Source: an optimization exercise on an open RTL-to-GDS flow (aim: small area and a short achievable clock period). Production flows keep margins and buffers that such runs may drop.
The RTL was checked by simulation tests, not by an equivalence proof against the original design.

==> flow/design.v (outline; a module is shown in full before it is edited, if it fits) <==
// module fu_mul_lat3_32b: 1802 lines
// module fu_mul_fa: 4 lines
module fu_mul_lat3_32b (
  input  logic        clk,
  input  logic        reset,
  input  logic        io_glock,
  input  logic [31:0] io_o1data,
  input  logic        io_o1load,
  input  logic [31:0] io_t1data,
  input  logic        io_t1load,
  input  logic [1:0]  io_t1opcode,
  output logic [31:0] io_r1data,
  output logic        io_r1valid
);
  // ...
==> flow/flow/run.sh <==
#!/bin/bash
# Layout flow: the standard layout (standard.sh, unchanged synthesis and
# steps), except that the port buffers inserted before global placement are
# sky130_fd_sc_hd__buf_2 cells instead of the delay cell buffer_ports picks by
# default. Every input and output port still gets its own buffer.
# The make output goes to standard.log in this folder; the tools' own logs are
# under orfs/logs/ as standard.sh writes them.
export BUFFER_PORTS_ARGS="-buffer_cell sky130_fd_sc_hd__buf_2"
bash standard.sh > standard.log 2>&1
status=$?
tail -n 30 standard.log
exit $status
==> flow/standard.sh <==
#!/bin/bash
# synth_recipe.tcl (not shown) runs the flow's synth.tcl, then flattens the netlist and writes it again
# the make line also repeats each setting of config.mk as NAME=value (left out here)
make -C /OpenROAD-flow-scripts/flow DESIGN_CONFIG=/design/flow/config.mk WORK_HOME=/design/flow/orfs CLKGATE_MAP_FILE= SYNTH_SCRIPT=/design/flow/synth_recipe.tcl "${@:-finish}"
==> flow/config.mk <==
export PLATFORM = sky130hd
export DESIGN_NAME = fu_mul_lat3_32b
export DESIGN_NICKNAME = fu_mul_lat3_32b
export VERILOG_FILES = /design/flow/design.v
export SDC_FILE = /design/flow/constraint.sdc
export NUM_CORES = 4
export LEC_CHECK = 0
export CAP_MARGIN = 20
export CORE_MARGIN = 2
export CORE_UTILIZATION = 55
export CTS_CLUSTER_SIZE = 32
export SETUP_SLACK_MARGIN = 4.6
export SLEW_MARGIN = 20
export SYNTH_HIERARCHICAL = 1
export SYNTH_MINIMUM_KEEP_SIZE = 0
==> flow/constraint.sdc <==
create_clock -name core_clock -period 8.5 [get_ports {clk}]
set_input_delay 1.7000 -clock core_clock [delete_from_list [all_inputs] [get_ports {clk}]]
set_output_delay 1.7000 -clock core_clock [all_outputs]
set_load 0.01 [all_outputs]
==> out/metrics.cfg, run 1 <==
[cts]
clkTransAtPathRegs_ns=0.06
clock_sinks=297

[setup_path]
crit_end=s2Cs_q[44]
cp_max_fo=11
rrSetupSlack_ns=4.52
crit_buf_inv=0
worstReg2RegEnd=s2Cs_q[44]
worstSetupPathDepth=6
criticalPathCategory=flop to flop

[cells_and_area]
nClkBuffers=37
buffers=194
n_all_inverters=67
drive_gt1_frac=0.110
top_register=s2Cs_q
buffer_area_frac=0.0353
num-fill-cells=5005
syn_to_final_growth_pct=6.26

[synth]
synth-simple-area-share=0.0577
yosys.area_share.adder=0.235
synthMuxAreaShare=0.00399
yosysMostFrequentCell=xnor2_1

[route]
met3_length_um=19500
drcViolationCount=0

[sta]
setup_ws_ns=4.52
rsz0062_at_grt=yes

[hold_path]
hold_path_depth=2
hold_path_end=r1Data_q[13]

[status]
status=complete, no violations

[floorplanning]
die_x_um=249
fp.dieArea_mm2=0.0619
start_util=0.557

[place]
dp.cells=3773
place_congestion=0.961
pre_cts_slack_ns=3.78
dpl.hpwl_um=79600
place_area_mm2=0.0336

[global_route]
grt_pass1_vias=29000
grt_pass1_wl_um=188000
grt_busiest_layer=met2

==> inputs of run 2 (changes only) <==
--- a/flow/design.v
+++ b/flow/design.v
@@ -1780,27 +1780,34 @@
         o1Top_q <= io_o1data[31:29];
       end
       s1Valid_q <= io_t1load;
       s2Valid_q <= s1Valid_q;
       r1Valid_q <= s2Valid_q;
       if (s2Valid_q) r1Data_q <= s2Hi_q ? prod[63:32] : prod[31:0];
     end
   end
+  logic [67:0] s1AHold;
+  fu_mul_hold #(.W(68)) u_s1AHold (.en(trigger), .d({a3, aExt}), .q({s1A3_q, s1A_q}), .y(s1AHold));
+  always_ff @(posedge clk) begin
+    s1A_q  <= s1AHold[32:0];
+    s1A3_q <= s1AHold[67:33];
+  end
   always_ff @(posedge clk) begin
     if (trigger) begin
-      s1A_q  <= aExt;
-      s1A3_q <= a3;
       s1SB_q <= (io_t1opcode == 2'd2);
       s1Hi_q <= (io_t1opcode != 2'd0);
     end
     if (!io_glock) begin
       s2Cs_q <= s2Cs_d;
       s2Hi_q <= s1Hi_q;
     end
   end
   assign io_r1data  = r1Data_q;
   assign io_r1valid = r1Valid_q;
 endmodule
+module fu_mul_hold #(parameter int W = 1) (input logic en, input logic [W-1:0] d, q, output logic [W-1:0] y);
+  assign y = en ? d : q;
+endmodule
 module fu_mul_fa (input logic a, b, c, output logic s, co);
   assign s  = a ^ b ^ c;
   assign co = (a & b) | (a & c) | (b & c);
 endmodule
==> flow/config.mk (replaced) <==
export PLATFORM = sky130hd
export DESIGN_NAME = fu_mul_lat3_32b
export DESIGN_NICKNAME = fu_mul_lat3_32b
export VERILOG_FILES = /design/flow/design.v
export SDC_FILE = /design/flow/constraint.sdc
export NUM_CORES = 4
export LEC_CHECK = 0
export CAP_MARGIN = 20
export CORE_MARGIN = 2
export CORE_UTILIZATION = 55
export CTS_CLUSTER_SIZE = 20
export SETUP_SLACK_MARGIN = 4.6
export SLEW_MARGIN = 20
export SYNTH_HIERARCHICAL = 1
export SYNTH_MINIMUM_KEEP_SIZE = 0
==> run 2 against run 1 <==
- first-iteration DRC count is 9.7% higher
- clock skew grew 0.0020 ns
- sequential share of layout area decreased by 2.0 points
- non-clock buffer count shrank 11
==> out/metrics.cfg, run 2 <==
[setup_path]
r2r_start=s1A_q[5]
crit_path_max_incr_delay_ns=0.96
cp_slowest_cell=dfxtp_2
cp_max_fo=34  ; +23
cp_cell_sequence=mux2i_1, o21ai_0, a21oi_1, xnor2_1, fa_1, fa_1, fa_1, fa_1
worstReg2RegEnd=s2Cs_q[81]
crit_buf_inv=0  ; unchanged
r2r_cells=8
crit_family=adder cells
rrSetupSlack_ns=4.60  ; +0.08 ns
cp.required_ns=8.82
cpMostUsedCell=fa_1
end_kind=flop
cp.arrival_ns=4.23
cp-start-kind=flop
criticalPathCategory=flop to flop

[synth]
synth_common_cells=xnor2_1, clkbuf_1, a221oi_1
syn_inst=3395
synth_top_cell_area_share=0.164
synthMuxAreaShare=0.0364  ; +0.0324
yosys-top-cells-area=fa_1, edfxtp_1, xnor2_1
synth_compound_area_frac=0.254
yosysWarningCount=7
ys_types=77
yosys.area_share.xor_xnor=0.124
synth.cell_area_mm2=0.0336
synth.avg_cell_area_um2=9.89
synth_edf_count=143
seq_area_frac_synth=0.234
synth-simple-area-share=0.0631  ; +0.00539
syn_nets=3921
async_reset_ff_frac=0.294
ys_ff_latch=299
synthFlopType=edfxtp_1
yosysMostFrequentCell=xnor2_1
synth_top_family_by_area=compound AO/OA/AOI/OAI gates
yosys.area.top_type=fa_1
yosys.area_share.adder=0.231  ; -0.00432

[route]
top_layer_used=met5
wl_per_cell_um=32.4
drcViolationCount=0  ; unchanged
wirelength_met1_um=49100
initialDrtViolationCount=4687
postRouteAntennaNets=0
wl_met2_um=54000
avgViaCountPerCell=7.37
met3_length_um=18600  ; -4.4%
wl_um=129000
num_vias=29400
dr.pass1.iters=10

[sta]
worstMarginPinSlew_ns=1.09
finalSetupViolations=0
finalHoldViolCount=0
rsz0062_at_grt=yes
drv_slew=0
fmax_mhz=256
period_share=0.459
setup_ws_ns=4.60  ; +0.0809 ns
slew_headroom=0.275
timing.setup.tns_ns=0
period_needed_ns=3.90
skew_ns=0.0310

[place]
pre_cts_slack_ns=3.94  ; +0.160 ns
place_congestion=0.981  ; +2.0%
dpl.hpwl_um=85500  ; +7.4%
io_buffer_count=103

[cells_and_area]
num-fill-cells=5105  ; +2.0%
reg_top3=s2Cs_q x140, s1A3_q x35, s1A_q x33
syn_to_final_growth_pct=6.44
layout_commonest_cell=xnor2_1
drive_gt1_frac=0.141  ; +0.0315
nNetsFinal=3707
final-seq-area_mm2=0.00800
multi_input_area_mm2=0.0241
top_register=s2Cs_q
largest_reg_flops=140
final_cell_mix=xnor2_1, a22o_1, a221oi_1

[floorplanning]
ioPinCount=104
die_x_um=251  ; +0.91%
start_util=0.556  ; -0.00114
die_h_um=251
fp.dieArea_mm2=0.0630  ; +1.8%
core_mm2=0.0604
num_rows=90

[global_route]
grt_overflow=0
grt_start_max_net_pins=84
grt_antenna_before_repair=7
grt_pass1_wl_um=190000  ; +0.68%
grt.total_usage=0.402
grt_pass1_vias=28500  ; -1.5%

[cts]
clkTransAtPathRegs_ns=0.06  ; about the same
ctsHoldBuffers=0
cts_tree=yes
clk_latency_ns=0.58
cts_buffers=37
clockRootBuffer=clkbuf_16
h-tree-depth=2
clk_path_buf_depth=3
clock_sinks=299  ; +0.67%

[hold_path]
hold_start=o1X3_q[9]
hold_path_depth=2  ; unchanged
worstHoldPathType=flop to flop
hold_path_end=o1X3_q[9]

[status]
status=complete, no violations

[job]
cap_violations=0

## run 2: cell count changes after synthesis, moves of 25 or more
cell and delta:
a21oi_1 +45, a221oi_1 -27, a22o_1 -31, dfxtp_1 +68, edfxtp_1 -66, mux2_2 +48
mux2i_1 +25, nand3_1 +28
## run 2: worst max-delay path by stage
stage / slack, ns / from / to / depth (start not counted)
CTS: 4.60 / o1Top_q[2] / s2Cs_q[94] / 11
detailed placement: 3.94 / io_t1data[1] / s1A3_q[29] / 14
finish: 4.60 / s1A_q[5] / s2Cs_q[81] / 8
global placement: 4.02 / io_t1data[1] / s1A3_q[31] / 14
global route: 4.54 / s2Cs_q[86] / r1Data_q[24] / 12
floorplan: 3.83 / io_glock / r1Data_q[10] / 5
## run 2: layer usage
| layer | vias up | GRT usage |
|---|---|---|
| met5 | - | 0.00927 |
| met4 | 6 | 0.174 |
| met3 | 542 | 0.161 |
| met2 | 2207 | 0.588 |
| met1 | 14400 | 0.526 |
| li1 | 12200 | - |
## run 2: Yosys stat by module, one instance, submodules excluded, a selection
module	flops+latches	cells inside	cell area [um^2]
fu_mul_fa	0	1	20.0
fu_mul_lat3_32b	299	3046	27200
## run 2: area by class of cell
type / count / area share
Antenna cell: 1 / 0.0000700
Multi-Input combinational cell: 2597 / 0.675
Clock buffer: 50 / 0.0296
Tap cell: 782 / 0.0274
Clock inverter: 17 / 0.00368
Sequential cell: 299 / 0.224
Inverter: 63 / 0.00683
Timing Repair Buffer: 183 / 0.0334
## run 2: what timing repair did
| item | in CTS | in global routing |
|---|---|---|
| setup endpoints to repair | 43 | 41 |
| pin swaps | 2 | 10 |
| cloned | 0 | 1 |
| setup buffers | 3 | 5 |
| gates resized for setup | 18 | 80 |
| hold endpoints to repair | 0 | 0 |
## run 2: through the flow
stage	hold WS [ns]	area (um^2)	utilization	instances
4_1_cts	0.473	35400	0.587	3985
2_1_floorplan	0.400	33800	-	3395
5_1_grt	0.505	35700	0.592	3991
6_report	0.468	35700	0.592	3992
3_5_place_dp	0.460	34100	0.565	3915
3_3_place_gp	0.454	34100	0.565	3915
## run 2: kinds of logic (layout without fill, tap and decap cells)
logic type / Yosys count / in the layout
flops: 299 / 299
mux: 106 / 106
other cells: 0 / 1
simple gates: 456 / 456
xor+xnor: 475 / 475
buf+inv: 499 / 313
compound gates: 1105 / 1105
fa+ha+maj: 455 / 455
## run 2: worst register-to-register path, stage by stage, from the launching register on
cell and delay [ns]:
dfxtp_2 0.96, mux2i_1 0.17, o21ai_0 0.40, a21oi_1 0.12
xnor2_1 0.21, fa_1 0.43, fa_1 0.40, fa_1 0.55
fa_1 0.41

## afterwards: timing with drivers on the ports
How much do the figures lean on ideal ports? The routed layouts below were timed once more, with nothing changed but the port constraints.
Step 1 assumes that a clkbuf_16 drives the clock port and a buf_2 every other input.
Step 2 moves the port delays by t, midway between the first and last clock arrival at a register: inputs arrive t later, outputs are due t later. That takes back most of the time a late clock gives input paths.
Slacks: ideal ports / drivers / drivers and shift; pairs: ideal ports / drivers.
| run | shift t [ns] | setup WS [ns] | pins driven straight from the clock port |
|---|---|---|---|
| run 1 | 0.640 | 4.517 / 4.517 / 4.135 | 1 |
| run 2 | 0.635 | 4.598 / 4.598 / 4.115 | 1 |
After both steps setup and hold are still met in every run listed. The setup slack of run 2, which loses most, moves by 0.000 ns with the drivers and by -0.483 ns with both steps.
